From an optimization exercise on the open Yosys and OpenROAD flow, aimed at small area, a short achievable clock period and few clock cycles per item; shortcuts taken in it are not production practice. RTL that was checked went through simulation tests only; none was proved equivalent to the original. No activity file was given, so power comes from the tool's default toggle rates.

==> indigo: inputs <==
==> flow/design.v (excerpt) <==
module running_mean_stddev #(
    parameter int MAX_COUNT   = 65536,
    parameter int FRAC_BITS   = 16
) (
    input  logic        aclk,
    input  logic        aresetn,
    input  logic        s_axis_tvalid,
    output logic        s_axis_tready,
    input  logic [15:0] s_axis_tdata,    
    input  logic        s_axis_tlast,
    output logic        m_axis_tvalid,
    input  logic        m_axis_tready,
    output logic [87:0] m_axis_tdata,    
    input  logic        psel,
    input  logic        penable,
    input  logic        pwrite,
    input  logic [1:0]  paddr,
    input  logic [31:0] pwdata,
    output logic [31:0] prdata,
    output logic        pready
);
Settings: LEC_CHECK=0, ABC_AREA=1, CAP_MARGIN=20, CORE_MARGIN=2, CORE_UTILIZATION=50, SETUP_SLACK_MARGIN=5, SLEW_MARGIN=20; clock period 11.0 ns.
run.sh (not shown) runs the stock make flow with config.mk's settings and CLKGATE_MAP_FILE= SYNTH_SCRIPT=/design/flow/synth_recipe.tcl, a recipe that flattens the netlist after the stock synthesis.
==> inputs of sierra, as changes to indigo <==
--- a/flow/config.mk
+++ b/flow/config.mk
@@ -9,5 +9,6 @@
 export CAP_MARGIN = 20
 export CORE_MARGIN = 2
 export CORE_UTILIZATION = 50
+export GPL_TIMING_DRIVEN = 0
 export SETUP_SLACK_MARGIN = 5
 export SLEW_MARGIN = 20
==> inputs of harbor, as changes to indigo <==
--- a/flow/config.mk
+++ b/flow/config.mk
@@ -9,5 +9,6 @@
 export CAP_MARGIN = 20
 export CORE_MARGIN = 2
 export CORE_UTILIZATION = 50
+export GPL_ROUTABILITY_DRIVEN = 0
 export SETUP_SLACK_MARGIN = 5
 export SLEW_MARGIN = 20
==> impl_metrics.env <==
export IMPL_worstPathRequired_ps=11560
export IMPL_min_to="bL[4]$_DFF_P_"
export IMPL_crit_family="compound AO/OA/AOI/OAI gates"
export IMPL_dp_hpwl_um=80270
export IMPL_globalRouteMet2Util_pct=38.56
export IMPL_status="finished clean"
export IMPL_grt_max_degree=79
export IMPL_path_buf_inv=3
export IMPL_worst_path_max_fanout=17
export IMPL_r2r_end="sum_reg[31]$_SDFF_PP0_"
export IMPL_finalClockSkew_ps=25.52
That was indigo.
==> impl_metrics.env <==
export IMPL_status="finished clean"
export IMPL_crit_family="simple AND/OR/NAND/NOR gates"
export IMPL_path_buf_inv=6
export IMPL_worstPathRequired_ps=11510
export IMPL_globalRouteMet2Util_pct=46.06
export IMPL_finalClockSkew_ps=19.51
export IMPL_min_to="bL[28]$_DFF_P_"
export IMPL_dp_hpwl_um=97300
export IMPL_r2r_end="bR[55]$_DFF_P_"
That was sierra.
==> impl_metrics.env <==
export IMPL_dp_hpwl_um=80270
export IMPL_r2r_end="sum_reg[31]$_SDFF_PP0_"
export IMPL_worstPathRequired_ps=11560
export IMPL_finalClockSkew_ps=25.52
export IMPL_min_to="bL[4]$_DFF_P_"
export IMPL_globalRouteMet2Util_pct=38.56
export IMPL_grt_max_degree=79
export IMPL_worst_path_max_fanout=17
export IMPL_status="finished clean"
That was harbor.
Testbench counts of indigo, summed over its fixed seeds: cycles 12,376, items 320.
Testbench counts of sierra, summed over its fixed seeds: cycles 12,376, items 320.
Testbench counts of harbor, summed over its fixed seeds: cycles 12,376, items 320.

* * *

==> job 994 <==
Another version of the RTL of running_mean_stddev (not shown whole).
==> flow/config.mk <==
export PLATFORM = sky130hd
export DESIGN_NAME = running_mean_stddev
export DESIGN_NICKNAME = running_mean_stddev
export VERILOG_FILES = /design/flow/design.v
export SDC_FILE = /design/flow/constraint.sdc
export NUM_CORES = 4
export LEC_CHECK = 0
export ABC_AREA = 1
export CAP_MARGIN = 20
export CORE_MARGIN = 2
export CORE_UTILIZATION = 50
export SETUP_SLACK_MARGIN = 5
export SLEW_MARGIN = 20
==> flow/constraint.sdc <==
create_clock -name core_clock -period 11.0 [get_ports {aclk}]
set_input_delay 2.2000 -clock core_clock [delete_from_list [all_inputs] [get_ports {aclk}]]
set_output_delay 2.2000 -clock core_clock [all_outputs]
set_load 0.01 [all_outputs]
==> job 9186: changes against job 994 <==
--- a/flow/design.v
+++ b/flow/design.v
@@ -131,13 +131,12 @@
     logic [SW-1:0] as;         
     logic [QW:0]   aq;         
     logic [63:0]   aN;         
     logic [33:0]   aD;
     logic          aneg, aovf, amode;
     logic          nb, mb, flip;    
-    logic          nbd;             
     logic [31:0] an32, lzx;
     logic [4:0]  lz_hi, a_idx;
     logic [63:0] a_s64, a_r0, a_r1, a_r2, a_cs, a_cc, a_sum;
     logic [33:0] a_dsum;
     logic [CW-1:0] anm;
     logic [17:0] a_qhi;
@@ -155,43 +154,40 @@
     assign a_r1  = nb ? {{(64-QW-1){aq[QW]}}, aq} : 64'd0;
     assign a_r2  = flip ? a_s64 : ~(mb ? a_s64 : 64'd0);
     assign a_cs  = a_r0 ^ a_r1 ^ a_r2;
     assign a_cc  = {((a_r0[62:0] & a_r1[62:0]) | (a_r0[62:0] & a_r2[62:0]) |
                      (a_r1[62:0] & a_r2[62:0])), !flip};
     rms_add64 u_aadd (.a(a_cs), .b(a_cc), .ci(1'b0), .s(a_sum));
-    rms_add34 u_dadd (.a({aD[32:0], 1'b0}), .b(nbd ? 34'(anm) : 34'd0), .ci(1'b0), .s(a_dsum));
+    rms_add34 u_dadd (.a({aD[32:0], 1'b0}), .b(nb ? 34'(anm) : 34'd0), .ci(1'b0), .s(a_dsum));
     always_ff @(posedge aclk) begin
         if (a_load) begin
             an    <= cnt_n;
             as    <= sum_n;
             aq    <= {1'b0, ns};
             aN    <= 64'(nc[QW-1:1]);
             aovf  <= ovf_n;
             amode <= f0_m && (cnt_n >= CW'(2));
             nb    <= 1'b1;
-            nbd   <= 1'b0;
             mb    <= 1'b0;
             flip  <= 1'b0;
         end else if (a_st == A_PREP1) begin
             aN     <= a_sum;
             aneg   <= as[SW-1];
             a_step <= lz_hi + 5'(as[SW-1]);
         end else if (a_st == A_PREP2) begin
             aq     <= {a_qhi, aN[29:0]};
             aN     <= '0;
             aD     <= '0;
             nb     <= an32[a_idx];
-            nbd    <= |(an32 & (32'd1 << a_idx));
             mb     <= as[a_idx];
             flip   <= aneg;
         end else if (a_st == A_RUN) begin
             aN     <= a_sum;
             aD     <= a_dsum;
             a_step <= a_step - 5'd1;
             nb     <= an32[a_idx];
-            nbd    <= |(an32 & (32'd1 << a_idx));
             mb     <= as[a_idx];
             flip   <= 1'b0;
         end
     end
     logic [64:0] bR;           
     logic [61:0] bP;
@@ -199,29 +195,27 @@
     logic [33:0] bD;
     logic [15:0] brem;
     logic [CW-1:0] bn;
     logic [1:0]  bst;
     logic        bneg;
     logic        bs, bge;
-    logic        bs2;          
-    logic        b_sel;        
     logic [64:0] b_t, b_x1, b_x2, b_cs, b_cc;
     logic [16:0] b_rem2;
     logic [17:0] b_diff;
     logic [47:0] b_dv;
     logic [64:0] b_rsum;
     logic [61:0] b_psum;
     rms_add65 u_radd (.a(b_cs), .b(b_cc), .ci(bs), .s(b_rsum));
     logic [34:0] b_plo;
     logic [27:0] b_pu, b_pq, b_pa;
     logic        b_inc, b_dec;
-    rms_add35 u_padd (.a({1'b0, bP[32:0], 1'b0}), .b({1'b0, bD ^ {34{!bs2}}}), .ci(!bs2), .s(b_plo));
+    rms_add35 u_padd (.a({1'b0, bP[32:0], 1'b0}), .b({1'b0, bD ^ {34{!bs}}}), .ci(!bs), .s(b_plo));
     assign b_pu  = bP[60:33];
-    assign b_inc = bs2 && b_plo[34];
-    assign b_dec = !bs2 && !b_plo[34];
-    assign b_pq  = b_pu ^ {28{!bs2}};
+    assign b_inc = bs && b_plo[34];
+    assign b_dec = !bs && !b_plo[34];
+    assign b_pq  = b_pu ^ {28{!bs}};
     always_comb begin
         logic [27:0] t;
         t = {b_pq[26:0], 1'b1};
         for (int d = 1; d < 28; d = d * 2)
             for (int i = 27; i >= 0; i--)
                 if ((i / d) % 2 == 1) t[i] = t[i] & t[(i / d) * d - 1];
@@ -236,23 +230,21 @@
     assign b_cc = {((b_t[63:0] & b_x1[63:0]) | (b_t[63:0] & b_x2[63:0]) |
                     (b_x1[63:0] & b_x2[63:0])), 1'b1};
     assign b_rem2 = {brem, bZ[31]};
     assign b_diff = {1'b0, b_rem2} - {1'b0, bn};
     assign bge    = !b_diff[17];
     assign b_dv = aneg ? {~as, 16'(-an)} : {as, 16'd0};
-    assign b_sel = (a_st == A_DONE) && !b_run;
     always_ff @(posedge aclk) begin
-        bR   <= b_sel ? {{31{aN[63]}}, aN[63:30]} : b_rsum;
-        bs2  <= !(b_sel ? aN[63] : b_rsum[64]);
-        bP   <= b_sel ? 62'(aD) : b_psum;
-        bL   <= b_sel ? {aN[29:0], 2'b00} : {bL[29:0], 2'b00};
-        brem <= b_sel ? b_dv[46:31] : (bge ? b_diff[15:0] : b_rem2[15:0]);
-        if (b_sel) bD <= aD;
+        bR   <= a_hand ? {{31{aN[63]}}, aN[63:30]} : b_rsum;
+        bP   <= a_hand ? 62'(aD) : b_psum;
+        bL   <= a_hand ? {aN[29:0], 2'b00} : {bL[29:0], 2'b00};
+        brem <= a_hand ? b_dv[46:31] : (bge ? b_diff[15:0] : b_rem2[15:0]);
     end
     always_ff @(posedge aclk) begin
         if (a_hand) begin
+            bD   <= aD;
             bn   <= an;
             bst  <= aovf ? rms_pkg::STATUS_OVERFLOW :
                     (an < CW'(2) ? rms_pkg::STATUS_FEW : rms_pkg::STATUS_OK);
             bneg <= aneg;
             bZ   <= {b_dv[30:0], aneg};
             b_step <= 5'd1;
CORE_UTILIZATION = 45   (was 50)
==> job 3098: changes against job 994 <==
--- a/flow/design.v
+++ b/flow/design.v
@@ -131,13 +131,12 @@
     logic [SW-1:0] as;         
     logic [QW:0]   aq;         
     logic [63:0]   aN;         
     logic [33:0]   aD;
     logic          aneg, aovf, amode;
     logic          nb, mb, flip;    
-    logic          nbd;             
     logic [31:0] an32, lzx;
     logic [4:0]  lz_hi, a_idx;
     logic [63:0] a_s64, a_r0, a_r1, a_r2, a_cs, a_cc, a_sum;
     logic [33:0] a_dsum;
     logic [CW-1:0] anm;
     logic [17:0] a_qhi;
@@ -155,43 +154,40 @@
     assign a_r1  = nb ? {{(64-QW-1){aq[QW]}}, aq} : 64'd0;
     assign a_r2  = flip ? a_s64 : ~(mb ? a_s64 : 64'd0);
     assign a_cs  = a_r0 ^ a_r1 ^ a_r2;
     assign a_cc  = {((a_r0[62:0] & a_r1[62:0]) | (a_r0[62:0] & a_r2[62:0]) |
                      (a_r1[62:0] & a_r2[62:0])), !flip};
     rms_add64 u_aadd (.a(a_cs), .b(a_cc), .ci(1'b0), .s(a_sum));
-    rms_add34 u_dadd (.a({aD[32:0], 1'b0}), .b(nbd ? 34'(anm) : 34'd0), .ci(1'b0), .s(a_dsum));
+    rms_add34 u_dadd (.a({aD[32:0], 1'b0}), .b(nb ? 34'(anm) : 34'd0), .ci(1'b0), .s(a_dsum));
     always_ff @(posedge aclk) begin
         if (a_load) begin
             an    <= cnt_n;
             as    <= sum_n;
             aq    <= {1'b0, ns};
             aN    <= 64'(nc[QW-1:1]);
             aovf  <= ovf_n;
             amode <= f0_m && (cnt_n >= CW'(2));
             nb    <= 1'b1;
-            nbd   <= 1'b0;
             mb    <= 1'b0;
             flip  <= 1'b0;
         end else if (a_st == A_PREP1) begin
             aN     <= a_sum;
             aneg   <= as[SW-1];
             a_step <= lz_hi + 5'(as[SW-1]);
         end else if (a_st == A_PREP2) begin
             aq     <= {a_qhi, aN[29:0]};
             aN     <= '0;
             aD     <= '0;
             nb     <= an32[a_idx];
-            nbd    <= |(an32 & (32'd1 << a_idx));
             mb     <= as[a_idx];
             flip   <= aneg;
         end else if (a_st == A_RUN) begin
             aN     <= a_sum;
             aD     <= a_dsum;
             a_step <= a_step - 5'd1;
             nb     <= an32[a_idx];
-            nbd    <= |(an32 & (32'd1 << a_idx));
             mb     <= as[a_idx];
             flip   <= 1'b0;
         end
     end
     logic [64:0] bR;           
     logic [61:0] bP;
@@ -199,29 +195,27 @@
     logic [33:0] bD;
     logic [15:0] brem;
     logic [CW-1:0] bn;
     logic [1:0]  bst;
     logic        bneg;
     logic        bs, bge;
-    logic        bs2;          
-    logic        b_sel;        
     logic [64:0] b_t, b_x1, b_x2, b_cs, b_cc;
     logic [16:0] b_rem2;
     logic [17:0] b_diff;
     logic [47:0] b_dv;
     logic [64:0] b_rsum;
     logic [61:0] b_psum;
     rms_add65 u_radd (.a(b_cs), .b(b_cc), .ci(bs), .s(b_rsum));
     logic [34:0] b_plo;
     logic [27:0] b_pu, b_pq, b_pa;
     logic        b_inc, b_dec;
-    rms_add35 u_padd (.a({1'b0, bP[32:0], 1'b0}), .b({1'b0, bD ^ {34{!bs2}}}), .ci(!bs2), .s(b_plo));
+    rms_add35 u_padd (.a({1'b0, bP[32:0], 1'b0}), .b({1'b0, bD ^ {34{!bs}}}), .ci(!bs), .s(b_plo));
     assign b_pu  = bP[60:33];
-    assign b_inc = bs2 && b_plo[34];
-    assign b_dec = !bs2 && !b_plo[34];
-    assign b_pq  = b_pu ^ {28{!bs2}};
+    assign b_inc = bs && b_plo[34];
+    assign b_dec = !bs && !b_plo[34];
+    assign b_pq  = b_pu ^ {28{!bs}};
     always_comb begin
         logic [27:0] t;
         t = {b_pq[26:0], 1'b1};
         for (int d = 1; d < 28; d = d * 2)
             for (int i = 27; i >= 0; i--)
                 if ((i / d) % 2 == 1) t[i] = t[i] & t[(i / d) * d - 1];
@@ -236,23 +230,21 @@
     assign b_cc = {((b_t[63:0] & b_x1[63:0]) | (b_t[63:0] & b_x2[63:0]) |
                     (b_x1[63:0] & b_x2[63:0])), 1'b1};
     assign b_rem2 = {brem, bZ[31]};
     assign b_diff = {1'b0, b_rem2} - {1'b0, bn};
     assign bge    = !b_diff[17];
     assign b_dv = aneg ? {~as, 16'(-an)} : {as, 16'd0};
-    assign b_sel = (a_st == A_DONE) && !b_run;
     always_ff @(posedge aclk) begin
-        bR   <= b_sel ? {{31{aN[63]}}, aN[63:30]} : b_rsum;
-        bs2  <= !(b_sel ? aN[63] : b_rsum[64]);
-        bP   <= b_sel ? 62'(aD) : b_psum;
-        bL   <= b_sel ? {aN[29:0], 2'b00} : {bL[29:0], 2'b00};
-        brem <= b_sel ? b_dv[46:31] : (bge ? b_diff[15:0] : b_rem2[15:0]);
-        if (b_sel) bD <= aD;
+        bR   <= a_hand ? {{31{aN[63]}}, aN[63:30]} : b_rsum;
+        bP   <= a_hand ? 62'(aD) : b_psum;
+        bL   <= a_hand ? {aN[29:0], 2'b00} : {bL[29:0], 2'b00};
+        brem <= a_hand ? b_dv[46:31] : (bge ? b_diff[15:0] : b_rem2[15:0]);
     end
     always_ff @(posedge aclk) begin
         if (a_hand) begin
+            bD   <= aD;
             bn   <= an;
             bst  <= aovf ? rms_pkg::STATUS_OVERFLOW :
                     (an < CW'(2) ? rms_pkg::STATUS_FEW : rms_pkg::STATUS_OK);
             bneg <= aneg;
             bZ   <= {b_dv[30:0], aneg};
             b_step <= 5'd1;
CTS_CLUSTER_SIZE = 30   (was default)
==> run summary <==
- Total power, highest first: job 994, job 3098, job 9186.
- Global-route usage: job 3098 > job 994 > job 9186.
- In non-clock buffer count, job 3098 and job 9186 do not differ.
- Of job 3098 and job 994, job 3098 has the higher sequential share of layout area (gap 0.21 points).
- Hold slack: job 9186 > job 994 > job 3098.
- Against job 994, the sequential cell count of job 3098 is lower by 2.
- In job 3098 the fmax is larger than in job 994, by 1.3%.
- Utilization: job 994 > job 3098 > job 9186.
==> figures <==
Result of the run: job 994 no timing/DRC/antenna violations; job 3098 no timing/DRC/antenna violations; job 9186 no timing/DRC/antenna violations
Minimum period implied by the final worst setup slack: job 994 5.554 ns; job 3098 5.485 ns; job 9186 5.603 ns
Final core utilization: job 994 56.29%; job 3098 55.88%; job 9186 50.26%
Clock Network Area Fraction: job 994 5.683%; job 3098 5.225%; job 9186 5.102%
Per-cell via count in the routed design: job 994 5.052; job 3098 5.063; job 9186 4.970
Max Clock Freq: job 994 180.0 MHz; job 3098 182.3 MHz; job 9186 178.5 MHz
Max transition margin: job 994 32.66%; job 3098 31.31%; job 9186 29.81%
Share of cell area taken by flip-flops and latches: job 994 33.53%; job 3098 33.74%; job 9186 33.68%
Simple-gate portion of the synthesized area: job 994 11.22%; job 3098 11.26%; job 9186 11.26%
Critical path required time: job 994 11.38 ns; job 3098 11.50 ns; job 9186 11.50 ns
Footprint of the flip-flops and latches: job 994 16710 um^2; job 3098 16660 um^2; job 9186 16660 um^2
Number of tapcells: job 994 1165; job 3098 1165; job 9186 1287
Total met2 wirelength after detailed routing: job 994 49700 um; job 3098 50410 um; job 9186 50940 um
Share of the clock period used by the worst path after layout: job 994 50.49%; job 3098 49.87%; job 9186 50.93%
Post-synthesis mux area share: job 994 0.02236%; job 3098 0%; job 9186 0%
GRT Util Overall: job 994 23.15%; job 3098 23.31%; job 9186 20.90%
Met1 track utilization from global routing: job 994 31.08%; job 3098 31.82%; job 9186 27.56%
Testbench counts of job 9186, summed over its fixed seeds: cycles 12,376, items 320.
Testbench counts of job 3098, summed over its fixed seeds: cycles 12,376, items 320.
Function not checked in job 994: the RTL went through the layout flow alone.

-- separate check: timing with driven ports --
The flow's constraints put no driver on any port. The routed layouts listed below were extracted and timed again, unchanged, in two steps. Step 1: set_driving_cell puts a clkbuf_16 on aclk and a buf_2 on each other input, an assumption about the parent block. Step 2 moves the port delays by t, midway between the first and last clock arrival at a register: inputs arrive t later, outputs are due t later. That takes back most of the time a late clock gives input paths. Three values: ideal ports, drivers, drivers and shift; two values: the first two.
| run | shift t [ns] | setup slack, ns | worst hold slack (ns) | worst setup path at the end | latest minus earliest clock arrival (ns) |
|---|---|---|---|---|---|
| indigo | 0.698 | 5.605 / 5.605 / 5.233 | 0.428 / 0.428 / 0.428 | input to register | 0.030 / 0.030 |
| sierra | 0.707 | 5.370 / 5.370 / 4.950 | 0.434 / 0.434 / 0.434 | input to register | 0.020 / 0.020 |
| harbor | 0.698 | 5.605 / 5.605 / 5.233 | 0.428 / 0.428 / 0.428 | input to register | 0.030 / 0.030 |
| job 994 | 0.709 | 5.446 / 5.446 / 5.446 | 0.425 / 0.425 / 0.425 | register to register | 0.045 / 0.045 |
| job 9186 | 0.701 | 5.397 / 5.397 / 5.397 | 0.432 / 0.432 / 0.432 | register to register | 0.018 / 0.018 |
| job 3098 | 0.690 | 5.515 / 5.515 / 5.290 | 0.418 / 0.418 / 0.418 | input to register | 0.030 / 0.031 |
After both steps every run listed still meets setup and hold. For sierra, which loses most, drivers alone change the setup slack by 0.000 ns; drivers and shift together by -0.420 ns.
